From an optimization exercise on the open Yosys and OpenROAD flow, aimed at small area and a short achievable clock period; shortcuts taken in it are not production practice.
Only simulation tests tie the RTL to the original design; equivalence was not proved.
Power figures rest on the tool's default switching activity, not on a simulated workload.

Design smc_top, start of the top module:
module smc_top (
    input  wire         i_clk,
    input  wire         i_reset,
    input  wire         i_in_valid,
    input  wire  [1:0]  i_mode,
    input  wire  [17:0] i_w,
    input  wire  [17:0] i_vgs,
    input  wire  [17:0] i_vds,
    output logic        o_out_valid,
    output logic [7:0]  o_out_n
);
==> module smc_top, before the edit <==
module smc_top (
    input  wire         i_clk,
    input  wire         i_reset,
    input  wire         i_in_valid,
    input  wire  [1:0]  i_mode,
    input  wire  [17:0] i_w,
    input  wire  [17:0] i_vgs,
    input  wire  [17:0] i_vds,
    output logic        o_out_valid,
    output logic [7:0]  o_out_n
);
    function automatic [9:0] radd(input [9:0] a, input [9:0] b, input ci);
        logic c;
        c = ci;
        for (int i = 0; i < 10; i++) begin
            radd[i] = a[i] ^ b[i] ^ c;
            c       = (a[i] & b[i]) | (c & (a[i] ^ b[i]));
        end
    endfunction
    function automatic [9:0] cadd(input [9:0] a, input [9:0] b, input ci);
        logic [9:0] lo, h0, h1;
        lo = radd({5'b0, a[4:0]}, {5'b0, b[4:0]}, ci);
        h0 = radd({5'b0, a[9:5]}, {5'b0, b[9:5]}, 1'b0);
        h1 = radd({5'b0, a[9:5]}, {5'b0, b[9:5]}, 1'b1);
        cadd = {lo[5] ? h1[4:0] : h0[4:0], lo[4:0]};
    endfunction
    function automatic [19:0] csa(input [9:0] a, input [9:0] b, input [9:0] c);
        logic [9:0] s, k;
        s = a ^ b ^ c;
        k = (a & b) | (c & (a ^ b));
        csa = {k[8:0], 1'b0, s};
    endfunction
    function automatic ge(input [7:0] a, input [7:0] b);
        logic g;
        g = 1'b1;
        for (int i = 0; i < 8; i++) g = b[i] ? (a[i] & g) : (a[i] | g);
        ge = g;
    endfunction
    function automatic [7:0] div3(input [7:0] x);
        logic r1, r0, n1, n0;
        r1 = 1'b0; r0 = 1'b0;
        for (int i = 7; i >= 0; i--) begin
            div3[i] = r1 | (r0 & x[i]);
            n1 = x[i] ? r1 : r0;
            n0 = x[i] ? ~(r1 | r0) : r1;
            r1 = n1; r0 = n0;
        end
    endfunction
    localparam logic [127:0] G0 = 128'h2aea0afa02fe00000000000000000000;
    localparam logic [127:0] G1 = 128'h2a000a00020000002aea0afa02fe0000;
    localparam logic [127:0] G2 = 128'hc4080e02fc000000cc0c0cfcfc000000;
    localparam logic [127:0] G3 = 128'h0af20cfc00000000f0f0f00000000000;
    localparam logic [127:0] G4 = 128'h0cfcf000000000000000000000000000;
    localparam logic [127:0] G5 = 128'hf0000000000000000000000000000000;
    logic [7:0] x [6];
    logic       v0, v1, v2;
    logic [1:0] md0, md1;
    logic [17:0] w0;
    logic [5:0]  g0 [6];
    always_ff @(posedge i_clk) begin
        v0   <= i_in_valid & ~i_reset;
        md0  <= i_mode;
        w0   <= i_w;
    end
    for (genvar d = 0; d < 6; d++) begin : g_dev
        wire [6:0] idx = {i_mode[0], i_vgs[3*d +: 3], i_vds[3*d +: 3]};
        always_ff @(posedge i_clk)
            g0[d] <= {G5[idx], G4[idx], G3[idx], G2[idx], G1[idx], G0[idx]};
        assign x[d] = w0[3*d +: 3] * g0[d];
    end
    logic ahead [6][6];
    always_comb begin
        for (int i = 0; i < 6; i++) begin
            ahead[i][i] = 1'b0;
            for (int j = i + 1; j < 6; j++) begin
                ahead[i][j] = ge(x[i], x[j]) ^ ~md0[1];
                ahead[j][i] = ~ahead[i][j];
            end
        end
    end
    logic [5:0] pos [3];
    for (genvar d = 0; d < 6; d++) begin : g_rank
        logic any1, atl2, atl3;
        always_comb begin
            any1 = 1'b0; atl2 = 1'b0; atl3 = 1'b0;
            for (int j = 0; j < 6; j++) begin
                for (int k = j + 1; k < 6; k++) begin
                    atl2 = atl2 | (ahead[j][d] & ahead[k][d]);
                    for (int l = k + 1; l < 6; l++)
                        atl3 = atl3 | (ahead[j][d] & ahead[k][d] & ahead[l][d]);
                end
                any1 = any1 | ahead[j][d];
            end
        end
        assign pos[0][d] = ~any1;
        assign pos[1][d] = any1 & ~atl2;
        assign pos[2][d] = atl2 & ~atl3;
    end
    logic [7:0] rc [3];
    logic [7:0] r [3];
    logic [7:0] bq [3];
    always_comb begin
        for (int k = 0; k < 3; k++) begin
            rc[k] = '0;
            for (int d = 0; d < 6; d++) rc[k] = rc[k] | (pos[k][d] ? x[d] : 8'd0);
        end
    end
    always_ff @(posedge i_clk) begin
        v1  <= v0 & ~i_reset;
        md1 <= md0;
        for (int k = 0; k < 3; k++) r[k] <= rc[k];
    end
    always_comb begin
        for (int k = 0; k < 3; k++) bq[k] = div3(r[k]);
    end
    wire [19:0] s1  = csa({2'b0, bq[0]}, {2'b0, bq[1]}, {2'b0, bq[2]});
    wire [9:0]  sum = cadd(s1[9:0], s1[19:10], 1'b0);
    wire [7:0]  hi = md1[1] ? bq[0] : bq[2];
    wire [7:0]  lo = md1[1] ? bq[2] : bq[0];
    wire [9:0]  dif = radd({2'b0, hi}, ~{2'b0, lo}, 1'b1);
    logic [7:0] s2r;
    logic [6:0] d2r;
    logic       m2;
    always_ff @(posedge i_clk) begin
        v2  <= v1 & ~i_reset;
        m2  <= md1[0];
        s2r <= sum[7:0];
        d2r <= dif[6:0];
    end
    wire [9:0]  t4 = cadd({s2r, 2'b00}, ~{3'b0, d2r}, 1'b1);
    wire [7:0]  y  = m2 ? t4[9:2] : s2r;
    always_ff @(posedge i_clk) begin
        o_out_valid <= v2 & ~i_reset;
        o_out_n     <= div3(y);
    end
endmodule
==> flow/config.mk <==
export PLATFORM = sky130hd
export DESIGN_NAME = smc_top
export DESIGN_NICKNAME = smc_top
export VERILOG_FILES = /design/flow/design.v
export SDC_FILE = /design/flow/constraint.sdc
export NUM_CORES = 4
export LEC_CHECK = 0
export CAP_MARGIN = 20
export CORE_MARGIN = 2
export CORE_UTILIZATION = 40
export CTS_BUF_LIST = sky130_fd_sc_hd__clkbuf_8 sky130_fd_sc_hd__clkbuf_16
export SLEW_MARGIN = 60
export SYNTH_MEMORY_MAX_BITS = 100000
==> flow/constraint.sdc <==
create_clock -name core_clock -period 25.0 [get_ports {i_clk}]
set_input_delay 5.0000 -clock core_clock [delete_from_list [all_inputs] [get_ports {i_clk}]]
set_output_delay 5.0000 -clock core_clock [all_outputs]
set_load 0.01 [all_outputs]
standard.sh (not shown) runs the stock make flow with config.mk's settings and CLKGATE_MAP_FILE= SYNTH_SCRIPT=/design/flow/synth_recipe.tcl, a recipe that flattens the netlist after the stock synthesis.
==> flow/flow/run.sh <==
#!/bin/bash
# Standard layout, with the port buffers made from the smallest buffer cell.
export BUFFER_PORTS_ARGS="-buffer_cell sky130_fd_sc_hd__buf_1"
bash standard.sh > standard.log 2>&1
The first run finished clean.
Next try:
--- a/flow/design.v
+++ b/flow/design.v
@@ -69,35 +69,37 @@
         always_ff @(posedge i_clk)
             g0[d] <= {G5[idx], G4[idx], G3[idx], G2[idx], G1[idx], G0[idx]};
         assign x[d] = w0[3*d +: 3] * g0[d];
     end
-    logic ahead [6][6];
+    logic above [6][6];
     always_comb begin
         for (int i = 0; i < 6; i++) begin
-            ahead[i][i] = 1'b0;
+            above[i][i] = 1'b0;
             for (int j = i + 1; j < 6; j++) begin
-                ahead[i][j] = ge(x[i], x[j]) ^ ~md0[1];
-                ahead[j][i] = ~ahead[i][j];
+                above[i][j] = ge(x[i], x[j]);
+                above[j][i] = ~above[i][j];
             end
         end
     end
     logic [5:0] pos [3];
     for (genvar d = 0; d < 6; d++) begin : g_rank
-        logic any1, atl2, atl3;
-        always_comb begin
-            any1 = 1'b0; atl2 = 1'b0; atl3 = 1'b0;
-            for (int j = 0; j < 6; j++) begin
-                for (int k = j + 1; k < 6; k++) begin
-                    atl2 = atl2 | (ahead[j][d] & ahead[k][d]);
-                    for (int l = k + 1; l < 6; l++)
-                        atl3 = atl3 | (ahead[j][d] & ahead[k][d] & ahead[l][d]);
-                end
-                any1 = any1 | ahead[j][d];
-            end
+        wire [4:0] a;
+        for (genvar j = 0; j < 5; j++) begin : g_a
+            assign a[j] = above[j < d ? j : j + 1][d];
         end
-        assign pos[0][d] = ~any1;
-        assign pos[1][d] = any1 & ~atl2;
-        assign pos[2][d] = atl2 & ~atl3;
+        wire s1 = a[0] ^ a[1] ^ a[2];
+        wire c1 = (a[0] & a[1]) | (a[2] & (a[0] ^ a[1]));
+        wire s0 = a[3] ^ a[4] ^ s1;
+        wire c2 = (a[3] & a[4]) | (s1 & (a[3] ^ a[4]));
+        wire n0 = ~s0 & ~c1 & ~c2;           
+        wire n1 =  s0 & ~c1 & ~c2;           
+        wire n2 = ~s0 & (c1 ^ c2);           
+        wire n3 =  s0 & (c1 ^ c2);           
+        wire n4 = ~s0 & c1 & c2;             
+        wire n5 =  s0 & c1 & c2;             
+        assign pos[0][d] = md0[1] ? n0 : n5;
+        assign pos[1][d] = md0[1] ? n1 : n4;
+        assign pos[2][d] = md0[1] ? n2 : n3;
     end
     logic [7:0] rc [3];
     logic [7:0] r [3];
     logic [7:0] bq [3];
Outcome: The changed run finished with timing, DRC and antenna clean; cell area went down by 10%; non-clock buffer count falls by 4; wire length shrinks by 13%; flip-flop and latch count does not change; utilization rose by 0.54 points; synthesized cell count went down by 14%; die area falls by 10%; combinational power grows by 17%; clock-buffer cell count went down by 1; total power rises by 11%; setup slack loses 0.65 ns.

* * *

Setup of main:
Another version of the RTL of smc_top (not shown whole).
Size in the first run: roughly 68 I/O pins, ~11000 um^2 of cells after synthesis.
==> module smc_top, before the edit <==
module smc_top (
    input  wire         i_clk,
    input  wire         i_reset,
    input  wire         i_in_valid,
    input  wire  [1:0]  i_mode,
    input  wire  [17:0] i_w,
    input  wire  [17:0] i_vgs,
    input  wire  [17:0] i_vds,
    output logic        o_out_valid,
    output logic [7:0]  o_out_n
);
    function automatic [9:0] radd(input [9:0] a, input [9:0] b, input ci);
        logic c;
        c = ci;
        for (int i = 0; i < 10; i++) begin
            radd[i] = a[i] ^ b[i] ^ c;
            c       = (a[i] & b[i]) | (c & (a[i] ^ b[i]));
        end
    endfunction
    function automatic [9:0] cadd(input [9:0] a, input [9:0] b, input ci);
        logic [9:0] lo, h0, h1;
        lo = radd({5'b0, a[4:0]}, {5'b0, b[4:0]}, ci);
        h0 = radd({5'b0, a[9:5]}, {5'b0, b[9:5]}, 1'b0);
        h1 = radd({5'b0, a[9:5]}, {5'b0, b[9:5]}, 1'b1);
        cadd = {lo[5] ? h1[4:0] : h0[4:0], lo[4:0]};
    endfunction
    function automatic [19:0] csa(input [9:0] a, input [9:0] b, input [9:0] c);
        logic [9:0] s, k;
        s = a ^ b ^ c;
        k = (a & b) | (c & (a ^ b));
        csa = {k[8:0], 1'b0, s};
    endfunction
    function automatic ge(input [7:0] a, input [7:0] b);
        logic g;
        g = 1'b1;
        for (int i = 0; i < 8; i++) g = b[i] ? (a[i] & g) : (a[i] | g);
        ge = g;
    endfunction
    function automatic [7:0] div3(input [7:0] x);
        logic r1, r0, n1, n0;
        r1 = 1'b0; r0 = 1'b0;
        for (int i = 7; i >= 0; i--) begin
            div3[i] = r1 | (r0 & x[i]);
            n1 = x[i] ? r1 : r0;
            n0 = x[i] ? ~(r1 | r0) : r1;
            r1 = n1; r0 = n0;
        end
    endfunction
    localparam logic [127:0] G0 = 128'h2aea0afa02fe00000000000000000000;
    localparam logic [127:0] G1 = 128'h2a000a00020000002aea0afa02fe0000;
    localparam logic [127:0] G2 = 128'hc4080e02fc000000cc0c0cfcfc000000;
    localparam logic [127:0] G3 = 128'h0af20cfc00000000f0f0f00000000000;
    localparam logic [127:0] G4 = 128'h0cfcf000000000000000000000000000;
    localparam logic [127:0] G5 = 128'hf0000000000000000000000000000000;
    logic [7:0] x [6];
    logic       v0, v1, v2;
    logic [1:0] md0, md1;
    logic [17:0] w0;
    logic [5:0]  g0 [6];
    always_ff @(posedge i_clk) begin
        v0   <= i_in_valid & ~i_reset;
        md0  <= i_mode;
        w0   <= i_w;
    end
    for (genvar d = 0; d < 6; d++) begin : g_dev
        wire [6:0] idx = {i_mode[0], i_vgs[3*d +: 3], i_vds[3*d +: 3]};
        always_ff @(posedge i_clk)
            g0[d] <= {G5[idx], G4[idx], G3[idx], G2[idx], G1[idx], G0[idx]};
        wire [2:0]  w  = w0[3*d +: 3];
        wire [19:0] pp = csa({4'b0, g0[d] & {6{w[0]}}}, {3'b0, g0[d] & {6{w[1]}}, 1'b0},
                             {2'b0, g0[d] & {6{w[2]}}, 2'b00});
        wire [9:0]  xs = cadd(pp[9:0], pp[19:10], 1'b0);
        assign x[d] = xs[7:0];
    end
    logic above [6][6];
    always_comb begin
        for (int i = 0; i < 6; i++) begin
            above[i][i] = 1'b0;
            for (int j = i + 1; j < 6; j++) begin
                above[i][j] = ge(x[i], x[j]);
                above[j][i] = ~above[i][j];
            end
        end
    end
    logic [5:0] pos [3];
    for (genvar d = 0; d < 6; d++) begin : g_rank
        wire [4:0] a;
        for (genvar j = 0; j < 5; j++) begin : g_a
            assign a[j] = above[j < d ? j : j + 1][d];
        end
        wire s1 = a[0] ^ a[1] ^ a[2];
        wire c1 = (a[0] & a[1]) | (a[2] & (a[0] ^ a[1]));
        wire s0 = a[3] ^ a[4] ^ s1;
        wire c2 = (a[3] & a[4]) | (s1 & (a[3] ^ a[4]));
        wire n0 = ~s0 & ~c1 & ~c2;           
        wire n1 =  s0 & ~c1 & ~c2;           
        wire n2 = ~s0 & (c1 ^ c2);           
        wire n3 =  s0 & (c1 ^ c2);           
        wire n4 = ~s0 & c1 & c2;             
        wire n5 =  s0 & c1 & c2;             
        assign pos[0][d] = md0[1] ? n0 : n5;
        assign pos[1][d] = md0[1] ? n1 : n4;
        assign pos[2][d] = md0[1] ? n2 : n3;
    end
    logic [7:0] rc [3];
    logic [7:0] r [3];
    logic [7:0] bq [3];
    always_comb begin
        for (int k = 0; k < 3; k++) begin
            rc[k] = '0;
            for (int d = 0; d < 6; d++) rc[k] = rc[k] | (pos[k][d] ? x[d] : 8'd0);
        end
    end
    always_ff @(posedge i_clk) begin
        v1  <= v0 & ~i_reset;
        md1 <= md0;
        for (int k = 0; k < 3; k++) r[k] <= rc[k];
    end
    always_comb begin
        for (int k = 0; k < 3; k++) bq[k] = div3(r[k]);
    end
    wire [19:0] s1  = csa({2'b0, bq[0]}, {2'b0, bq[1]}, {2'b0, bq[2]});
    wire [9:0]  sum = cadd(s1[9:0], s1[19:10], 1'b0);
    wire [7:0]  hi = md1[1] ? bq[0] : bq[2];
    wire [7:0]  lo = md1[1] ? bq[2] : bq[0];
    wire [9:0]  dif = radd({2'b0, hi}, ~{2'b0, lo}, 1'b1);
    logic [7:0] s2r;
    logic [6:0] d2r;
    logic       m2;
    always_ff @(posedge i_clk) begin
        v2  <= v1 & ~i_reset;
        m2  <= md1[0];
        s2r <= sum[7:0];
        d2r <= dif[6:0];
    end
    wire [9:0]  t4 = cadd({s2r, 2'b00}, ~{3'b0, d2r}, 1'b1);
    wire [7:0]  y  = m2 ? t4[9:2] : s2r;
    always_ff @(posedge i_clk) begin
        o_out_valid <= v2 & ~i_reset;
        o_out_n     <= div3(y);
    end
endmodule
==> flow/config.mk <==
export PLATFORM = sky130hd
export DESIGN_NAME = smc_top
export DESIGN_NICKNAME = smc_top
export VERILOG_FILES = /design/flow/design.v
export SDC_FILE = /design/flow/constraint.sdc
export NUM_CORES = 4
export LEC_CHECK = 0
export ABC_AREA = 1
export CAP_MARGIN = 20
export CORE_MARGIN = 2
export CORE_UTILIZATION = 30
export CTS_BUF_LIST = sky130_fd_sc_hd__clkbuf_8 sky130_fd_sc_hd__clkbuf_16
export SLEW_MARGIN = 40
export SYNTH_MEMORY_MAX_BITS = 100000
==> flow/constraint.sdc <==
create_clock -name core_clock -period 25.0 [get_ports {i_clk}]
set_input_delay 5.0000 -clock core_clock [delete_from_list [all_inputs] [get_ports {i_clk}]]
set_output_delay 5.0000 -clock core_clock [all_outputs]
set_load 0.01 [all_outputs]
Scripts as last shown in full above: flow/flow/run.sh
main finished all stages; the layout is clean.
> inputs changed (main -> the feature branch)
-- flow/design.v --
<<< main, line 69
        always_ff @(posedge i_clk)
            g0[d] <= {G5[idx], G4[idx], G3[idx], G2[idx], G1[idx], G0[idx]};
        wire [2:0]  w  = w0[3*d +: 3];
        wire [19:0] pp = csa({4'b0, g0[d] & {6{w[0]}}}, {3'b0, g0[d] & {6{w[1]}}, 1'b0},
                             {2'b0, g0[d] & {6{w[2]}}, 2'b00});
        wire [9:0]  xs = cadd(pp[9:0], pp[19:10], 1'b0);
        assign x[d] = xs[7:0];
    end
    logic above [6][6];
>>> the feature branch, line 69
        always_ff @(posedge i_clk)
            g0[d] <= {G5[idx], G4[idx], G3[idx], G2[idx], G1[idx], G0[idx]};
        assign x[d] = w0[3*d +: 3] * g0[d];
    end
    logic above [6][6];
Results
Comparing the feature branch and main, the higher worst hold slack is on the feature branch.
The lower number of distinct library cells after synthesis came out of the feature branch.
The feature branch finished every stage and its layout cleared the timing, design-rule and antenna checks.
[the feature branch vs main] total non-filler cell area in the finished layout: higher in the feature branch
Global-route usage over all layers for the feature branch: 1.1 points down relative to main
The feature branch vs main: floorplan die height up slightly
The feature branch ended up with inv_1 as its cell at the slowest stage of the critical path; main ended up with o21ai_0.
On the feature branch: critical path depth is 18 lower than what main gave.
Between the feature branch and main, the first-pass GRT wire length is higher for main.
Power spent charging and discharging nets: the feature branch > main

## separate check: timing with driven ports
In the flow no input, the clock included, has a driving cell. The finished layouts below were timed again as built, in two steps.
Step 1 assumes that a clkbuf_16 drives the clock port and a buf_2 every other input.
Step 2 adds t to the input delays and takes it off the output delays; t is the mean of the earliest and latest rising clock arrival at the registers after step 1. Input paths then give back, and output paths get back, about the clock's delay inside the block.
Three values: no drivers, after step 1, after step 2; two values: the first two.
run	t (ns)	setup slack, ns	worst setup path at the end	cell pins on the clock port's net
the first run of note 1	0.420	19.106 / 19.126 / 18.711	input to register	1
the second run of note 1	0.413	18.460 / 18.460 / 18.460	register to register	1
main	0.431	18.413 / 18.413 / 18.400	input to register	1
the feature branch	0.420	18.984 / 18.995 / 18.593	input to register	1
After both steps every run listed still meets setup and hold. The setup slack of the first run of note 1, which loses most, moves by +0.020 ns with the drivers and by -0.395 ns with both steps.
